From an optimization exercise on the open Yosys and OpenROAD flow, aimed at small area; shortcuts taken in it are not production practice. RTL that was checked went through simulation tests only; none was proved equivalent to the original.

==> inputs of build 31 <==
// aes_key_sched_ctrl
module aes_key_sched_ctrl
(
    input  logic         clk,
    input  logic         rst,
    input  logic         start,
    input  logic [1:0]   key_len,
    input  logic [255:0] key_in,
    output logic         busy,
    output logic         ready,
    output logic [3:0]   nr,
    output logic         err,
    input  logic         rk_req,
    input  logic [3:0]   rk_idx,
    output logic         rk_valid,
    output logic [127:0] rk_data
);
clock: 30.0 ns
lec_check: 0
cap_margin: 20
core_margin: 2
core_utilization: 40
cts_cluster_diameter: 150
cts_cluster_size: 25
place_density: 0.6
slew_margin: 20
synth_hierarchical: 1
buffer_ports_args: -buffer_cell sky130_fd_sc_hd__buf_1
standard.sh (not shown) runs the stock make flow with config.mk's settings and CLKGATE_MAP_FILE= SYNTH_SCRIPT=/design/flow/synth_recipe.tcl, a recipe that flattens the netlist after the stock synthesis.
==> flow/flow/run.sh <==
#!/bin/bash
# Standard layout, with the port buffers made from the smallest buffer cell.
set -euo pipefail
cp standard.sh standard_sh_copy.txt
cp config.mk config_mk_orig.txt
echo 'export BUFFER_PORTS_ARGS = -buffer_cell sky130_fd_sc_hd__buf_1' >> config.mk
bash standard.sh > standard.log 2>&1
==> build 32 (differences from build 31) <==
--- a/flow/design.v
+++ b/flow/design.v
@@ -195,11 +195,10 @@
     logic [3:0]   ph1;        
     logic [5:0]   cnt;        
     logic [2:0]   j_q;        
     logic [7:0]   rcon_q;
     logic [31:0]  w_prev;     
-    logic [15:0]  sb_hi;      
     logic         start_ok;
     logic         start_keep;
     logic         busy_nxt, ready_nxt, err_nxt, valid_nxt;
     logic [3:0]   nr_nxt, ph0_nxt, ph1_nxt;
     logic [5:0]   cnt_nxt;
@@ -209,19 +208,16 @@
     logic [12:0]  hot1;       
     logic         rd_hold;
     logic         rb;         
     logic [3:0]   back_hot;
     logic [2:0]   temp_hot;
-    logic [1:0]   sbi_hot;    
     logic [3:0]   prev_hot;
     logic [3:0][2:0] e_new;       
     logic [3:0][2:0] e_keep;      
     logic [3:0][2:0] e_keep_nc;   
     logic [31:0]  w_back;
     logic [31:0]  sub_out;
-    logic [15:0]  sb_in;
-    logic [15:0]  sb_out;
     logic [31:0]  sub_rot;
     logic [31:0]  w_new;
     logic [31:0]  prev_d;
     logic [31:0]  kw [0:7];
     logic [31:0]  ring_d [0:3][0:14];
@@ -256,35 +252,30 @@
         .hot1       (hot1),
         .rd_hold    (rd_hold),
         .rb         (rb),
         .back_hot   (back_hot),
         .temp_hot   (temp_hot),
-        .sbi_hot    (sbi_hot),
         .prev_hot   (prev_hot),
         .e_new      (e_new),
         .e_keep     (e_keep),
         .e_keep_nc  (e_keep_nc)
     );
     always_comb begin
         for (int k = 0; k < 8; k++) kw[k] = key_in[255 - 32*k -: 32];
     end
-    for (genvar b = 0; b < 16; b++) begin : g_sbi
-        aes_g_ao22 u_m (.a1(sbi_hot[0]), .b1(w_new[16 + b]), .a2(sbi_hot[1]), .b2(w_prev[b]), .y(sb_in[b]));
-    end
-    for (genvar b = 0; b < 2; b++) begin : g_subword
+    for (genvar b = 0; b < 4; b++) begin : g_subword
         aes_sbox u_sbox (
-            .a (sb_in[8*b +: 8]),
-            .s (sb_out[8*b +: 8])
+            .a (w_prev[8*b +: 8]),
+            .s (sub_out[8*b +: 8])
         );
     end
-    assign sub_out = {sb_hi, sb_out};
     assign sub_rot = {sub_out[23:0], sub_out[31:24]} ^ {rcon_q, 24'h0};
     for (genvar b = 0; b < 32; b++) begin : g_bit
         logic bk_lo, bk_hi, tmp_n, pv_lo, pv_hi;
-        aes_g_aoi222 u_bk0 (.a1(back_hot[0]), .b1(ring[0][4][b]), .a2(back_hot[1]), .b2(ring[1][4][b]),
-                            .a3(back_hot[2]), .b3(ring[2][4][b]), .y(bk_lo));
-        aes_g_nand2  u_bk1 (.a(back_hot[3]), .b(ring[3][4][b]), .y(bk_hi));
+        aes_g_aoi222 u_bk0 (.a1(back_hot[0]), .b1(ring[0][3][b]), .a2(back_hot[1]), .b2(ring[1][3][b]),
+                            .a3(back_hot[2]), .b3(ring[2][3][b]), .y(bk_lo));
+        aes_g_nand2  u_bk1 (.a(back_hot[3]), .b(ring[3][3][b]), .y(bk_hi));
         aes_g_nand2  u_bk2 (.a(bk_lo), .b(bk_hi), .y(w_back[b]));
         aes_g_aoi222 u_tmp (.a1(temp_hot[0]), .b1(sub_rot[b]), .a2(temp_hot[1]), .b2(sub_out[b]),
                             .a3(temp_hot[2]), .b3(w_prev[b]), .y(tmp_n));
         aes_g_xnor2  u_new (.a(w_back[b]), .b(tmp_n), .y(w_new[b]));
         aes_g_aoi222 u_pv0 (.a1(prev_hot[0]), .b1(kw[3][b]), .a2(prev_hot[1]), .b2(kw[5][b]),
@@ -294,11 +285,11 @@
     end
     for (genvar l = 0; l < 4; l++) begin : g_lane
         localparam int L = (l == 0) ? 15 : 13;
         for (genvar p = 0; p < L; p++) begin : g_pos
             localparam int PP = (p + L - 1) % L;
-            localparam int EX = (p == 1) ? 0 : (p == (L - 1)) ? 1 : (p == (L - 3)) ? 2 : 3;
+            localparam int EX = (p == 0) ? 0 : (p == (L - 2)) ? 1 : (p == (L - 4)) ? 2 : 3;
             localparam int J0 = (3 - p + L) % L;
             localparam int CK = (J0 < 8 && J0 % 4 == l) ? J0 : 8;
             if (EX < 3 && CK < 8) begin : g_ec
                 for (genvar b = 0; b < 32; b++) begin : g_b
                     logic dn;
@@ -332,11 +323,10 @@
         cnt      <= cnt_nxt;
         j_q      <= j_nxt;
         if (start_ok)       rcon_q <= 8'h01;
         else if (rcon_step) rcon_q <= aes_pkg::xtime(rcon_q);
         w_prev   <= prev_d;
-        sb_hi    <= sb_out;
         for (int p = 0; p < 15; p++) ring[0][p] <= ring_d[0][p];
         for (int l = 1; l < 4; l++) begin
             for (int p = 0; p < 13; p++) ring[l][p] <= ring_d[l][p];
         end
         for (int l = 0; l < 4; l++) rk_data[127 - 32*l -: 32] <= rd_w[l];
@@ -410,11 +400,10 @@
     output logic [12:0] hot1,
     output logic        rd_hold,
     output logic        rb,
     output logic [3:0]  back_hot,
     output logic [2:0]  temp_hot,
-    output logic [1:0]  sbi_hot,
     output logic [3:0]  prev_hot,
     output logic [3:0][2:0] e_new,
     output logic [3:0][2:0] e_keep,
     output logic [3:0][2:0] e_keep_nc
 );
@@ -425,19 +414,17 @@
     logic       rd, rd_ok;
     logic [3:0] r1;
     logic [3:0] pos0, pos1;
     logic [1:0] wr_lane;
     logic [3:0] wr_hot;
-    logic       ld;           
-    logic       sub_now;      
     assign start_ok   = ~busy && start && (key_len != 2'b11);
     assign start_bad  = ~busy && start && (key_len == 2'b11);
     assign start_keep = ~start_ok;
     assign nk4 = (nr[2:1] == 2'b01);
     assign nk6 = (nr[2:1] == 2'b10);
     assign nk8 = (nr[2:1] == 2'b11);
-    assign cnt_last = nk4 ? 6'd39 : nk6 ? 6'd45 : 6'd51;
+    assign cnt_last = nk4 ? 6'd40 : nk6 ? 6'd46 : 6'd52;
     assign last = (cnt == cnt_last);
     always_comb begin
         busy_nxt  = busy;
         ready_nxt = ready;
         if (start_ok) begin
@@ -462,15 +449,14 @@
         if (start_ok) nr_nxt = aes_pkg::nr_of(key_len);
         if (rst) nr_nxt = 4'd0;
     end
     assign ph0_nxt   = start_ok ? 4'd3 : (ph0 == 4'd14) ? 4'd0 : ph0 + 4'd1;
     assign ph1_nxt   = start_ok ? 4'd3 : (ph1 == 4'd12) ? 4'd0 : ph1 + 4'd1;
-    assign cnt_nxt   = start_ok ? 6'd63 : cnt + 6'd1;
-    assign j_nxt     = start_ok ? ((key_len == 2'b00) ? 3'd3 : (key_len == 2'b01) ? 3'd5 : 3'd7) :
+    assign cnt_nxt   = start_ok ? 6'd0 : cnt + 6'd1;
+    assign j_nxt     = start_ok ? 3'd0 :
                        ((nk4 && j_q == 3'd3) || (nk6 && j_q == 3'd5) || (j_q == 3'd7)) ? 3'd0 : j_q + 3'd1;
     assign rcon_step = (j_q == 3'd0);
-    assign ld        = busy && (cnt == 6'd63);
     assign rb = rd_ok && nk8 && (rk_idx >= 4'd13);
     assign r1 = rb ? rk_idx - 4'd2 : rk_idx;
     always_comb begin
         logic [3:0] m0, m1;
         logic [4:0] d0, d1;
@@ -494,23 +480,20 @@
         for (int p = 0; p < 13; p++) hot1[p] = rd_ok && (pos1 == 4'(p));
     end
     assign wr_lane = nk6 ? (cnt[1:0] + 2'd2) : cnt[1:0];
     always_comb begin
         for (int l = 0; l < 4; l++) begin
-            back_hot[l]  = !ld && (cnt[1:0] == 2'(l));
-            wr_hot[l]    = busy && !ld && (wr_lane == 2'(l)) && (l == 0 || !(nk8 && cnt >= 6'd44));
+            back_hot[l]  = (cnt[1:0] == 2'(l));
+            wr_hot[l]    = busy && !last && (wr_lane == 2'(l)) && (l == 0 || !(nk8 && cnt >= 6'd44));
             e_new[l]     = {3{wr_hot[l]}} & {nk8, nk6, nk4};
             e_keep[l]    = ~e_new[l];
             e_keep_nc[l] = ~e_new[l] & {3{~start_ok}};
         end
     end
-    assign sub_now     = !ld && ((j_q == 3'd0) || (nk8 && (j_q == 3'd4)));
-    assign temp_hot[0] = !ld && (j_q == 3'd0);
-    assign temp_hot[1] = !ld && nk8 && (j_q == 3'd4);
-    assign temp_hot[2] = !sub_now;
-    assign sbi_hot[0]  = !sub_now;
-    assign sbi_hot[1]  = sub_now;
+    assign temp_hot[0] = (j_q == 3'd0);
+    assign temp_hot[1] = nk8 && (j_q == 3'd4);
+    assign temp_hot[2] = (j_q != 3'd0) && !(nk8 && (j_q == 3'd4));
     assign prev_hot[0] = start_ok && (key_len == 2'b00);
     assign prev_hot[1] = start_ok && (key_len == 2'b01);
     assign prev_hot[2] = start_ok && (key_len == 2'b10);
     assign prev_hot[3] = ~start_ok;
 endmodule
==> flow/run.sh (new file) <==
#!/bin/bash
# synth_recipe.tcl (not shown) runs the flow's synth.tcl, then flattens the netlist and writes it again
# the make line also repeats each setting of config.mk as NAME=value (left out here)
make -C /OpenROAD-flow-scripts/flow DESIGN_CONFIG=/design/flow/config.mk WORK_HOME=/design/flow/orfs CLKGATE_MAP_FILE= SYNTH_SCRIPT=/design/flow/synth_recipe.tcl finish
- BUFFER_PORTS_ARGS: -buffer_cell sky130_fd_sc_hd__buf_1 -> not set
removed: flow/flow/run.sh
removed: flow/standard.sh
==> comparison <==
Of build 32 and build 31, build 31 has the higher first-iteration DRC count (gap 4.5%, measured against build 31). Global-route usage: build 32 is lower than build 31 (0.74 points). Of build 32 and build 31, build 32 has the higher non-clock buffer count (gap 4). In build 32 the flip-flop and latch count is lower than in build 31, by 16.
No functional check of the RTL was part of build 31.

* * *

==> v17 <==
Another version of the RTL of aes_key_sched_ctrl (not shown whole).
export LEC_CHECK = 0
export CAP_MARGIN = 20
export CORE_MARGIN = 2
export CORE_UTILIZATION = 40
export CTS_CLUSTER_DIAMETER = 150
export CTS_CLUSTER_SIZE = 25
export PLACE_DENSITY = 0.6
export SLEW_MARGIN = 20
export SYNTH_HIERARCHICAL = 1
export BUFFER_PORTS_ARGS = -buffer_cell sky130_fd_sc_hd__buf_1
create_clock -name core_clock -period 30.0 [get_ports {clk}]
==> flow/flow/run.sh <==
#!/bin/bash
# Standard layout (the standard.sh, unchanged synthesis and steps), with
# the port buffers made from the smallest buffer cell instead of the cell
# buffer_ports picks by default. Every port still gets its own buffer.
set -euo pipefail
echo 'export BUFFER_PORTS_ARGS = -buffer_cell sky130_fd_sc_hd__buf_1' >> config.mk
bash standard.sh > standard.log 2>&1
==> v29: changes against v17 <==
--- a/flow/design.v
+++ b/flow/design.v
@@ -214,25 +214,22 @@
     output logic         rk_valid,
     output logic [127:0] rk_data
 );
     logic [31:0]  ring [0:3][0:14];
     logic [3:0]   ph0;        
     logic [3:0]   ph1;        
     logic [5:0]   cnt;        
-    logic [2:0]   j_q;        
-    logic [7:0]   rcon_q;
     logic [31:0]  w_prev;     
     logic [15:0]  sb_hi;      
     logic         start_ok;
     logic         start_keep;
     logic         busy_nxt, ready_nxt, err_nxt, valid_nxt;
     logic [3:0]   nr_nxt, ph0_nxt, ph1_nxt;
     logic [5:0]   cnt_nxt;
-    logic [2:0]   j_nxt;
-    logic         rcon_step;
+    logic [7:0]   rcon;       
     logic [14:0]  hot0;       
     logic [12:0]  hot1;       
     logic         rd_hold;
     logic         rb;         
     logic [3:0]   back_hot;
     logic [2:0]   temp_hot;
     logic [1:0]   sbi_hot;    
@@ -259,27 +256,25 @@
         .rk_idx     (rk_idx),
         .busy       (busy),
         .ready      (ready),
         .nr         (nr),
         .ph0        (ph0),
         .ph1        (ph1),
         .cnt        (cnt),
-        .j_q        (j_q),
         .start_ok   (start_ok),
         .start_keep (start_keep),
         .busy_nxt   (busy_nxt),
         .ready_nxt  (ready_nxt),
         .err_nxt    (err_nxt),
         .valid_nxt  (valid_nxt),
         .nr_nxt     (nr_nxt),
         .ph0_nxt    (ph0_nxt),
         .ph1_nxt    (ph1_nxt),
         .cnt_nxt    (cnt_nxt),
-        .j_nxt      (j_nxt),
-        .rcon_step  (rcon_step),
+        .rcon       (rcon),
         .hot0       (hot0),
         .hot1       (hot1),
         .rd_hold    (rd_hold),
         .rb         (rb),
         .back_hot   (back_hot),
         .temp_hot   (temp_hot),
         .sbi_hot    (sbi_hot),
@@ -297,15 +292,15 @@
     for (genvar b = 0; b < 2; b++) begin : g_subword
         aes_sbox u_sbox (
             .a (sb_in[8*b +: 8]),
             .s (sb_out[8*b +: 8])
         );
     end
     assign sub_out = {sb_hi, sb_out};
-    assign sub_rot = {sub_out[23:0], sub_out[31:24]} ^ {rcon_q, 24'h0};
+    assign sub_rot = {sub_out[23:0], sub_out[31:24]} ^ {rcon, 24'h0};
     for (genvar b = 0; b < 32; b++) begin : g_bit
         logic bk_lo, bk_hi, tmp_n, pv_lo, pv_hi;
         aes_g_aoi222 u_bk0 (.a1(back_hot[0]), .b1(ring[0][4][b]), .a2(back_hot[1]), .b2(ring[1][4][b]),
                             .a3(back_hot[2]), .b3(ring[2][4][b]), .y(bk_lo));
         aes_g_nand2  u_bk1 (.a(back_hot[3]), .b(ring[3][4][b]), .y(bk_hi));
         aes_g_nand2  u_bk2 (.a(bk_lo), .b(bk_hi), .y(w_back[b]));
         aes_g_aoi222 u_tmp (.a1(temp_hot[0]), .b1(sub_rot[b]), .a2(temp_hot[1]), .b2(sub_out[b]),
@@ -350,17 +345,14 @@
         ready    <= ready_nxt;
         err      <= err_nxt;
         rk_valid <= valid_nxt;
         nr       <= nr_nxt;
         ph0      <= ph0_nxt;
         ph1      <= ph1_nxt;
         cnt      <= cnt_nxt;
-        j_q      <= j_nxt;
-        if (start_ok)       rcon_q <= 8'h01;
-        else if (rcon_step) rcon_q <= aes_pkg::xtime(rcon_q);
         w_prev   <= prev_d;
         sb_hi    <= sb_out;
         for (int p = 0; p < 15; p++) ring[0][p] <= ring_d[0][p];
         for (int l = 1; l < 4; l++) begin
             for (int p = 0; p < 13; p++) ring[l][p] <= ring_d[l][p];
         end
         for (int l = 0; l < 4; l++) rk_data[127 - 32*l -: 32] <= rd_w[l];
@@ -413,27 +405,25 @@
     input  logic [3:0]  rk_idx,
     input  logic        busy,
     input  logic        ready,
     input  logic [3:0]  nr,
     input  logic [3:0]  ph0,
     input  logic [3:0]  ph1,
     input  logic [5:0]  cnt,
-    input  logic [2:0]  j_q,
     output logic        start_ok,
     output logic        start_keep,
     output logic        busy_nxt,
     output logic        ready_nxt,
     output logic        err_nxt,
     output logic        valid_nxt,
     output logic [3:0]  nr_nxt,
     output logic [3:0]  ph0_nxt,
     output logic [3:0]  ph1_nxt,
     output logic [5:0]  cnt_nxt,
-    output logic [2:0]  j_nxt,
-    output logic        rcon_step,
+    output logic [7:0]  rcon,
     output logic [14:0] hot0,
     output logic [12:0] hot1,
     output logic        rd_hold,
     output logic        rb,
     output logic [3:0]  back_hot,
     output logic [2:0]  temp_hot,
     output logic [1:0]  sbi_hot,
@@ -484,17 +474,14 @@
         nr_nxt = nr;
         if (start_ok) nr_nxt = aes_pkg::nr_of(key_len);
         if (rst) nr_nxt = 4'd0;
     end
     assign ph0_nxt   = start_ok ? 4'd12 : (ph0 >= 4'd11) ? ph0 - 4'd11 : ph0 + 4'd4;
     assign ph1_nxt   = start_ok ? 4'd4  : (ph1 >= 4'd3)  ? ph1 - 4'd3  : ph1 + 4'd10;
     assign cnt_nxt   = start_ok ? 6'd63 : cnt + 6'd1;
-    assign j_nxt     = start_ok ? ((key_len == 2'b00) ? 3'd3 : (key_len == 2'b01) ? 3'd5 : 3'd7) :
-                       ((nk4 && j_q == 3'd3) || (nk6 && j_q == 3'd5) || (j_q == 3'd7)) ? 3'd0 : j_q + 3'd1;
-    assign rcon_step = (j_q == 3'd0);
     assign ld        = busy && (cnt == 6'd63);
     assign rb = rd_ok && nk8 && (rk_idx >= 4'd13);
     assign r1 = rb ? rk_idx - 4'd2 : rk_idx;
     logic [3:0]  x0, x1;
     logic [14:0] xh0;
     logic [12:0] xh1;
     always_comb begin
@@ -516,17 +503,38 @@
             back_hot[l]  = !ld && (cnt[1:0] == 2'(l));
             wr_hot[l]    = busy && !ld && (wr_lane == 2'(l)) && (l == 0 || !(nk8 && cnt >= 6'd44));
             e_new[l]     = {3{wr_hot[l]}} & {nk8, nk6, nk4};
             e_keep[l]    = ~e_new[l];
             e_keep_nc[l] = ~e_new[l] & {3{~start_ok}};
         end
     end
-    assign sub_now     = !ld && ((j_q == 3'd0) || (nk8 && (j_q == 3'd4)));
-    assign temp_hot[0] = !ld && (j_q == 3'd0);
-    assign temp_hot[1] = !ld && nk8 && (j_q == 3'd4);
+    logic       rot_now;
+    logic [3:0] rnd;
+    logic [3:0] c6q;    
+    logic       c6z;    
+    always_comb begin
+        c6q = 4'd0;
+        c6z = 1'b0;
+        for (int m = 0; m < 11; m++) begin
+            if (cnt >= 6'(6 * m)) c6q = 4'(m);
+            if (cnt == 6'(6 * m)) c6z = 1'b1;
+        end
+    end
+    assign rot_now = !ld && (nk4 ? (cnt[1:0] == 2'd0) : nk6 ? c6z : (cnt[2:0] == 3'd0));
+    assign rnd     = nk4 ? cnt[5:2] : nk6 ? c6q : {1'b0, cnt[5:3]};
+    always_comb begin
+        case (rnd)
+            4'd0: rcon = 8'h01;  4'd1: rcon = 8'h02;  4'd2: rcon = 8'h04;  4'd3: rcon = 8'h08;
+            4'd4: rcon = 8'h10;  4'd5: rcon = 8'h20;  4'd6: rcon = 8'h40;  4'd7: rcon = 8'h80;
+            4'd8: rcon = 8'h1b;  default: rcon = 8'h36;
+        endcase
+    end
+    assign sub_now     = rot_now || (!ld && nk8 && (cnt[2:0] == 3'd4));
+    assign temp_hot[0] = rot_now;
+    assign temp_hot[1] = !ld && nk8 && (cnt[2:0] == 3'd4);
     assign temp_hot[2] = !sub_now;
     assign sbi_hot[0]  = !sub_now;
     assign sbi_hot[1]  = sub_now;
     assign prev_hot[0] = start_ok && (key_len == 2'b00);
     assign prev_hot[1] = start_ok && (key_len == 2'b01);
     assign prev_hot[2] = start_ok && (key_len == 2'b10);
     assign prev_hot[3] = ~start_ok;
CTS_BUF_LIST = sky130_fd_sc_hd__clkbuf_8   (was unset)
CTS_CLUSTER_SIZE = 16   (was 25)
==> v20: changes against v17 <==
--- a/flow/design.v
+++ b/flow/design.v
@@ -214,25 +214,22 @@
     output logic         rk_valid,
     output logic [127:0] rk_data
 );
     logic [31:0]  ring [0:3][0:14];
     logic [3:0]   ph0;        
     logic [3:0]   ph1;        
     logic [5:0]   cnt;        
-    logic [2:0]   j_q;        
-    logic [7:0]   rcon_q;
     logic [31:0]  w_prev;     
     logic [15:0]  sb_hi;      
     logic         start_ok;
     logic         start_keep;
     logic         busy_nxt, ready_nxt, err_nxt, valid_nxt;
     logic [3:0]   nr_nxt, ph0_nxt, ph1_nxt;
     logic [5:0]   cnt_nxt;
-    logic [2:0]   j_nxt;
-    logic         rcon_step;
+    logic [7:0]   rcon;       
     logic [14:0]  hot0;       
     logic [12:0]  hot1;       
     logic         rd_hold;
     logic         rb;         
     logic [3:0]   back_hot;
     logic [2:0]   temp_hot;
     logic [1:0]   sbi_hot;    
@@ -259,27 +256,25 @@
         .rk_idx     (rk_idx),
         .busy       (busy),
         .ready      (ready),
         .nr         (nr),
         .ph0        (ph0),
         .ph1        (ph1),
         .cnt        (cnt),
-        .j_q        (j_q),
         .start_ok   (start_ok),
         .start_keep (start_keep),
         .busy_nxt   (busy_nxt),
         .ready_nxt  (ready_nxt),
         .err_nxt    (err_nxt),
         .valid_nxt  (valid_nxt),
         .nr_nxt     (nr_nxt),
         .ph0_nxt    (ph0_nxt),
         .ph1_nxt    (ph1_nxt),
         .cnt_nxt    (cnt_nxt),
-        .j_nxt      (j_nxt),
-        .rcon_step  (rcon_step),
+        .rcon       (rcon),
         .hot0       (hot0),
         .hot1       (hot1),
         .rd_hold    (rd_hold),
         .rb         (rb),
         .back_hot   (back_hot),
         .temp_hot   (temp_hot),
         .sbi_hot    (sbi_hot),
@@ -297,15 +292,15 @@
     for (genvar b = 0; b < 2; b++) begin : g_subword
         aes_sbox u_sbox (
             .a (sb_in[8*b +: 8]),
             .s (sb_out[8*b +: 8])
         );
     end
     assign sub_out = {sb_hi, sb_out};
-    assign sub_rot = {sub_out[23:0], sub_out[31:24]} ^ {rcon_q, 24'h0};
+    assign sub_rot = {sub_out[23:0], sub_out[31:24]} ^ {rcon, 24'h0};
     for (genvar b = 0; b < 32; b++) begin : g_bit
         logic bk_lo, bk_hi, tmp_n, pv_lo, pv_hi;
         aes_g_aoi222 u_bk0 (.a1(back_hot[0]), .b1(ring[0][4][b]), .a2(back_hot[1]), .b2(ring[1][4][b]),
                             .a3(back_hot[2]), .b3(ring[2][4][b]), .y(bk_lo));
         aes_g_nand2  u_bk1 (.a(back_hot[3]), .b(ring[3][4][b]), .y(bk_hi));
         aes_g_nand2  u_bk2 (.a(bk_lo), .b(bk_hi), .y(w_back[b]));
         aes_g_aoi222 u_tmp (.a1(temp_hot[0]), .b1(sub_rot[b]), .a2(temp_hot[1]), .b2(sub_out[b]),
@@ -350,17 +345,14 @@
         ready    <= ready_nxt;
         err      <= err_nxt;
         rk_valid <= valid_nxt;
         nr       <= nr_nxt;
         ph0      <= ph0_nxt;
         ph1      <= ph1_nxt;
         cnt      <= cnt_nxt;
-        j_q      <= j_nxt;
-        if (start_ok)       rcon_q <= 8'h01;
-        else if (rcon_step) rcon_q <= aes_pkg::xtime(rcon_q);
         w_prev   <= prev_d;
         sb_hi    <= sb_out;
         for (int p = 0; p < 15; p++) ring[0][p] <= ring_d[0][p];
         for (int l = 1; l < 4; l++) begin
             for (int p = 0; p < 13; p++) ring[l][p] <= ring_d[l][p];
         end
         for (int l = 0; l < 4; l++) rk_data[127 - 32*l -: 32] <= rd_w[l];
@@ -413,27 +405,25 @@
     input  logic [3:0]  rk_idx,
     input  logic        busy,
     input  logic        ready,
     input  logic [3:0]  nr,
     input  logic [3:0]  ph0,
     input  logic [3:0]  ph1,
     input  logic [5:0]  cnt,
-    input  logic [2:0]  j_q,
     output logic        start_ok,
     output logic        start_keep,
     output logic        busy_nxt,
     output logic        ready_nxt,
     output logic        err_nxt,
     output logic        valid_nxt,
     output logic [3:0]  nr_nxt,
     output logic [3:0]  ph0_nxt,
     output logic [3:0]  ph1_nxt,
     output logic [5:0]  cnt_nxt,
-    output logic [2:0]  j_nxt,
-    output logic        rcon_step,
+    output logic [7:0]  rcon,
     output logic [14:0] hot0,
     output logic [12:0] hot1,
     output logic        rd_hold,
     output logic        rb,
     output logic [3:0]  back_hot,
     output logic [2:0]  temp_hot,
     output logic [1:0]  sbi_hot,
@@ -484,17 +474,14 @@
         nr_nxt = nr;
         if (start_ok) nr_nxt = aes_pkg::nr_of(key_len);
         if (rst) nr_nxt = 4'd0;
     end
     assign ph0_nxt   = start_ok ? 4'd12 : (ph0 >= 4'd11) ? ph0 - 4'd11 : ph0 + 4'd4;
     assign ph1_nxt   = start_ok ? 4'd4  : (ph1 >= 4'd3)  ? ph1 - 4'd3  : ph1 + 4'd10;
     assign cnt_nxt   = start_ok ? 6'd63 : cnt + 6'd1;
-    assign j_nxt     = start_ok ? ((key_len == 2'b00) ? 3'd3 : (key_len == 2'b01) ? 3'd5 : 3'd7) :
-                       ((nk4 && j_q == 3'd3) || (nk6 && j_q == 3'd5) || (j_q == 3'd7)) ? 3'd0 : j_q + 3'd1;
-    assign rcon_step = (j_q == 3'd0);
     assign ld        = busy && (cnt == 6'd63);
     assign rb = rd_ok && nk8 && (rk_idx >= 4'd13);
     assign r1 = rb ? rk_idx - 4'd2 : rk_idx;
     logic [3:0]  x0, x1;
     logic [14:0] xh0;
     logic [12:0] xh1;
     always_comb begin
@@ -516,17 +503,38 @@
             back_hot[l]  = !ld && (cnt[1:0] == 2'(l));
             wr_hot[l]    = busy && !ld && (wr_lane == 2'(l)) && (l == 0 || !(nk8 && cnt >= 6'd44));
             e_new[l]     = {3{wr_hot[l]}} & {nk8, nk6, nk4};
             e_keep[l]    = ~e_new[l];
             e_keep_nc[l] = ~e_new[l] & {3{~start_ok}};
         end
     end
-    assign sub_now     = !ld && ((j_q == 3'd0) || (nk8 && (j_q == 3'd4)));
-    assign temp_hot[0] = !ld && (j_q == 3'd0);
-    assign temp_hot[1] = !ld && nk8 && (j_q == 3'd4);
+    logic       rot_now;
+    logic [3:0] rnd;
+    logic [3:0] c6q;    
+    logic       c6z;    
+    always_comb begin
+        c6q = 4'd0;
+        c6z = 1'b0;
+        for (int m = 0; m < 11; m++) begin
+            if (cnt >= 6'(6 * m)) c6q = 4'(m);
+            if (cnt == 6'(6 * m)) c6z = 1'b1;
+        end
+    end
+    assign rot_now = !ld && (nk4 ? (cnt[1:0] == 2'd0) : nk6 ? c6z : (cnt[2:0] == 3'd0));
+    assign rnd     = nk4 ? cnt[5:2] : nk6 ? c6q : {1'b0, cnt[5:3]};
+    always_comb begin
+        case (rnd)
+            4'd0: rcon = 8'h01;  4'd1: rcon = 8'h02;  4'd2: rcon = 8'h04;  4'd3: rcon = 8'h08;
+            4'd4: rcon = 8'h10;  4'd5: rcon = 8'h20;  4'd6: rcon = 8'h40;  4'd7: rcon = 8'h80;
+            4'd8: rcon = 8'h1b;  default: rcon = 8'h36;
+        endcase
+    end
+    assign sub_now     = rot_now || (!ld && nk8 && (cnt[2:0] == 3'd4));
+    assign temp_hot[0] = rot_now;
+    assign temp_hot[1] = !ld && nk8 && (cnt[2:0] == 3'd4);
     assign temp_hot[2] = !sub_now;
     assign sbi_hot[0]  = !sub_now;
     assign sbi_hot[1]  = sub_now;
     assign prev_hot[0] = start_ok && (key_len == 2'b00);
     assign prev_hot[1] = start_ok && (key_len == 2'b01);
     assign prev_hot[2] = start_ok && (key_len == 2'b10);
     assign prev_hot[3] = ~start_ok;
CTS_CLUSTER_SIZE = 27   (was 25)
==> v35: changes against v17 <==
--- a/flow/design.v
+++ b/flow/design.v
@@ -214,25 +214,22 @@
     output logic         rk_valid,
     output logic [127:0] rk_data
 );
     logic [31:0]  ring [0:3][0:14];
     logic [3:0]   ph0;        
     logic [3:0]   ph1;        
     logic [5:0]   cnt;        
-    logic [2:0]   j_q;        
-    logic [7:0]   rcon_q;
     logic [31:0]  w_prev;     
     logic [15:0]  sb_hi;      
     logic         start_ok;
     logic         start_keep;
     logic         busy_nxt, ready_nxt, err_nxt, valid_nxt;
     logic [3:0]   nr_nxt, ph0_nxt, ph1_nxt;
     logic [5:0]   cnt_nxt;
-    logic [2:0]   j_nxt;
-    logic         rcon_step;
+    logic [7:0]   rcon;       
     logic [14:0]  hot0;       
     logic [12:0]  hot1;       
     logic         rd_hold;
     logic         rb;         
     logic [3:0]   back_hot;
     logic [2:0]   temp_hot;
     logic [1:0]   sbi_hot;    
@@ -259,27 +256,25 @@
         .rk_idx     (rk_idx),
         .busy       (busy),
         .ready      (ready),
         .nr         (nr),
         .ph0        (ph0),
         .ph1        (ph1),
         .cnt        (cnt),
-        .j_q        (j_q),
         .start_ok   (start_ok),
         .start_keep (start_keep),
         .busy_nxt   (busy_nxt),
         .ready_nxt  (ready_nxt),
         .err_nxt    (err_nxt),
         .valid_nxt  (valid_nxt),
         .nr_nxt     (nr_nxt),
         .ph0_nxt    (ph0_nxt),
         .ph1_nxt    (ph1_nxt),
         .cnt_nxt    (cnt_nxt),
-        .j_nxt      (j_nxt),
-        .rcon_step  (rcon_step),
+        .rcon       (rcon),
         .hot0       (hot0),
         .hot1       (hot1),
         .rd_hold    (rd_hold),
         .rb         (rb),
         .back_hot   (back_hot),
         .temp_hot   (temp_hot),
         .sbi_hot    (sbi_hot),
@@ -297,15 +292,15 @@
     for (genvar b = 0; b < 2; b++) begin : g_subword
         aes_sbox u_sbox (
             .a (sb_in[8*b +: 8]),
             .s (sb_out[8*b +: 8])
         );
     end
     assign sub_out = {sb_hi, sb_out};
-    assign sub_rot = {sub_out[23:0], sub_out[31:24]} ^ {rcon_q, 24'h0};
+    assign sub_rot = {sub_out[23:0], sub_out[31:24]} ^ {rcon, 24'h0};
     for (genvar b = 0; b < 32; b++) begin : g_bit
         logic bk_lo, bk_hi, tmp_n, pv_lo, pv_hi;
         aes_g_aoi222 u_bk0 (.a1(back_hot[0]), .b1(ring[0][4][b]), .a2(back_hot[1]), .b2(ring[1][4][b]),
                             .a3(back_hot[2]), .b3(ring[2][4][b]), .y(bk_lo));
         aes_g_nand2  u_bk1 (.a(back_hot[3]), .b(ring[3][4][b]), .y(bk_hi));
         aes_g_nand2  u_bk2 (.a(bk_lo), .b(bk_hi), .y(w_back[b]));
         aes_g_aoi222 u_tmp (.a1(temp_hot[0]), .b1(sub_rot[b]), .a2(temp_hot[1]), .b2(sub_out[b]),
@@ -350,17 +345,14 @@
         ready    <= ready_nxt;
         err      <= err_nxt;
         rk_valid <= valid_nxt;
         nr       <= nr_nxt;
         ph0      <= ph0_nxt;
         ph1      <= ph1_nxt;
         cnt      <= cnt_nxt;
-        j_q      <= j_nxt;
-        if (start_ok)       rcon_q <= 8'h01;
-        else if (rcon_step) rcon_q <= aes_pkg::xtime(rcon_q);
         w_prev   <= prev_d;
         sb_hi    <= sb_out;
         for (int p = 0; p < 15; p++) ring[0][p] <= ring_d[0][p];
         for (int l = 1; l < 4; l++) begin
             for (int p = 0; p < 13; p++) ring[l][p] <= ring_d[l][p];
         end
         for (int l = 0; l < 4; l++) rk_data[127 - 32*l -: 32] <= rd_w[l];
@@ -413,27 +405,25 @@
     input  logic [3:0]  rk_idx,
     input  logic        busy,
     input  logic        ready,
     input  logic [3:0]  nr,
     input  logic [3:0]  ph0,
     input  logic [3:0]  ph1,
     input  logic [5:0]  cnt,
-    input  logic [2:0]  j_q,
     output logic        start_ok,
     output logic        start_keep,
     output logic        busy_nxt,
     output logic        ready_nxt,
     output logic        err_nxt,
     output logic        valid_nxt,
     output logic [3:0]  nr_nxt,
     output logic [3:0]  ph0_nxt,
     output logic [3:0]  ph1_nxt,
     output logic [5:0]  cnt_nxt,
-    output logic [2:0]  j_nxt,
-    output logic        rcon_step,
+    output logic [7:0]  rcon,
     output logic [14:0] hot0,
     output logic [12:0] hot1,
     output logic        rd_hold,
     output logic        rb,
     output logic [3:0]  back_hot,
     output logic [2:0]  temp_hot,
     output logic [1:0]  sbi_hot,
@@ -484,17 +474,14 @@
         nr_nxt = nr;
         if (start_ok) nr_nxt = aes_pkg::nr_of(key_len);
         if (rst) nr_nxt = 4'd0;
     end
     assign ph0_nxt   = start_ok ? 4'd12 : (ph0 >= 4'd11) ? ph0 - 4'd11 : ph0 + 4'd4;
     assign ph1_nxt   = start_ok ? 4'd4  : (ph1 >= 4'd3)  ? ph1 - 4'd3  : ph1 + 4'd10;
     assign cnt_nxt   = start_ok ? 6'd63 : cnt + 6'd1;
-    assign j_nxt     = start_ok ? ((key_len == 2'b00) ? 3'd3 : (key_len == 2'b01) ? 3'd5 : 3'd7) :
-                       ((nk4 && j_q == 3'd3) || (nk6 && j_q == 3'd5) || (j_q == 3'd7)) ? 3'd0 : j_q + 3'd1;
-    assign rcon_step = (j_q == 3'd0);
     assign ld        = busy && (cnt == 6'd63);
     assign rb = rd_ok && nk8 && (rk_idx >= 4'd13);
     assign r1 = rb ? rk_idx - 4'd2 : rk_idx;
     logic [3:0]  x0, x1;
     logic [14:0] xh0;
     logic [12:0] xh1;
     always_comb begin
@@ -516,17 +503,38 @@
             back_hot[l]  = !ld && (cnt[1:0] == 2'(l));
             wr_hot[l]    = busy && !ld && (wr_lane == 2'(l)) && (l == 0 || !(nk8 && cnt >= 6'd44));
             e_new[l]     = {3{wr_hot[l]}} & {nk8, nk6, nk4};
             e_keep[l]    = ~e_new[l];
             e_keep_nc[l] = ~e_new[l] & {3{~start_ok}};
         end
     end
-    assign sub_now     = !ld && ((j_q == 3'd0) || (nk8 && (j_q == 3'd4)));
-    assign temp_hot[0] = !ld && (j_q == 3'd0);
-    assign temp_hot[1] = !ld && nk8 && (j_q == 3'd4);
+    logic       rot_now;
+    logic [3:0] rnd;
+    logic [3:0] c6q;    
+    logic       c6z;    
+    always_comb begin
+        c6q = 4'd0;
+        c6z = 1'b0;
+        for (int m = 0; m < 11; m++) begin
+            if (cnt >= 6'(6 * m)) c6q = 4'(m);
+            if (cnt == 6'(6 * m)) c6z = 1'b1;
+        end
+    end
+    assign rot_now = !ld && (nk4 ? (cnt[1:0] == 2'd0) : nk6 ? c6z : (cnt[2:0] == 3'd0));
+    assign rnd     = nk4 ? cnt[5:2] : nk6 ? c6q : {1'b0, cnt[5:3]};
+    always_comb begin
+        case (rnd)
+            4'd0: rcon = 8'h01;  4'd1: rcon = 8'h02;  4'd2: rcon = 8'h04;  4'd3: rcon = 8'h08;
+            4'd4: rcon = 8'h10;  4'd5: rcon = 8'h20;  4'd6: rcon = 8'h40;  4'd7: rcon = 8'h80;
+            4'd8: rcon = 8'h1b;  default: rcon = 8'h36;
+        endcase
+    end
+    assign sub_now     = rot_now || (!ld && nk8 && (cnt[2:0] == 3'd4));
+    assign temp_hot[0] = rot_now;
+    assign temp_hot[1] = !ld && nk8 && (cnt[2:0] == 3'd4);
     assign temp_hot[2] = !sub_now;
     assign sbi_hot[0]  = !sub_now;
     assign sbi_hot[1]  = sub_now;
     assign prev_hot[0] = start_ok && (key_len == 2'b00);
     assign prev_hot[1] = start_ok && (key_len == 2'b01);
     assign prev_hot[2] = start_ok && (key_len == 2'b10);
     assign prev_hot[3] = ~start_ok;
==> run_results.csv <==
group,metric,value,unit
run_status,status,"finished clean",
timing,finalWorstSetupSlack,8.94,ns
finish,clkbuf_count,139,
(the above is from v29)
==> run_results.csv <==
group,metric,value,unit
run_status,status,"finished clean",
worst_setup_path,cp_top_family,"XOR/XNOR gates",
worst_setup_path,r2r-end,"ring[14][6]$_DFF_P_",
timing,finalWorstSetupSlack,9.16,ns
finish,clkbuf_count,81,
finish,buf_share,3.63,%
(the above is from v20)
==> run_results.csv <==
group,metric,value,unit
run_status,status,"finished clean",
timing,finalWorstSetupSlack,9.76,ns
finish,clkbuf_count,87,
(the above is from v17)
==> run_results.csv <==
group,metric,value,unit
finish,clkbuf_count,89,
run_status,status,"finished clean",
timing,slew_headroom,17.8,%
timing,finalWorstSetupSlack,9.02,ns
(the above is from v35)

-- afterwards: timing with drivers on the ports --
In the flow no input, the clock included, has a driving cell. The finished layouts below were timed again as built, in two steps. Step 1: set_driving_cell puts a clkbuf_16 on clk and a buf_2 on each other input, an assumption about the parent block. Step 2, shift: input delay + t, output delay - t, t = (earliest + latest rising clock arrival at the registers) / 2. This alone moves slack from input paths to output paths. Slacks: ideal ports / drivers / drivers and shift; pairs: ideal ports / drivers.
run	t, ns	setup WS [ns]	worst setup path after step 2	clock arrival spread, ns
build 31	0.819	8.892 / 8.892 / 8.892	register to register	0.043 / 0.043
build 32	0.828	16.724 / 16.762 / 15.935	input to register	0.040 / 0.041
v17	0.827	9.756 / 9.756 / 9.756	register to register	0.056 / 0.056
v29	1.008	8.940 / 8.940 / 8.940	register to register	0.068 / 0.069
v20	0.802	9.158 / 9.158 / 9.158	register to register	0.054 / 0.054
v35	0.797	9.023 / 9.023 / 9.023	register to register	0.047 / 0.047
After both steps setup and hold are still met in every run listed. For build 32, which loses most, drivers alone change the setup slack by +0.038 ns; drivers and shift together by -0.789 ns.
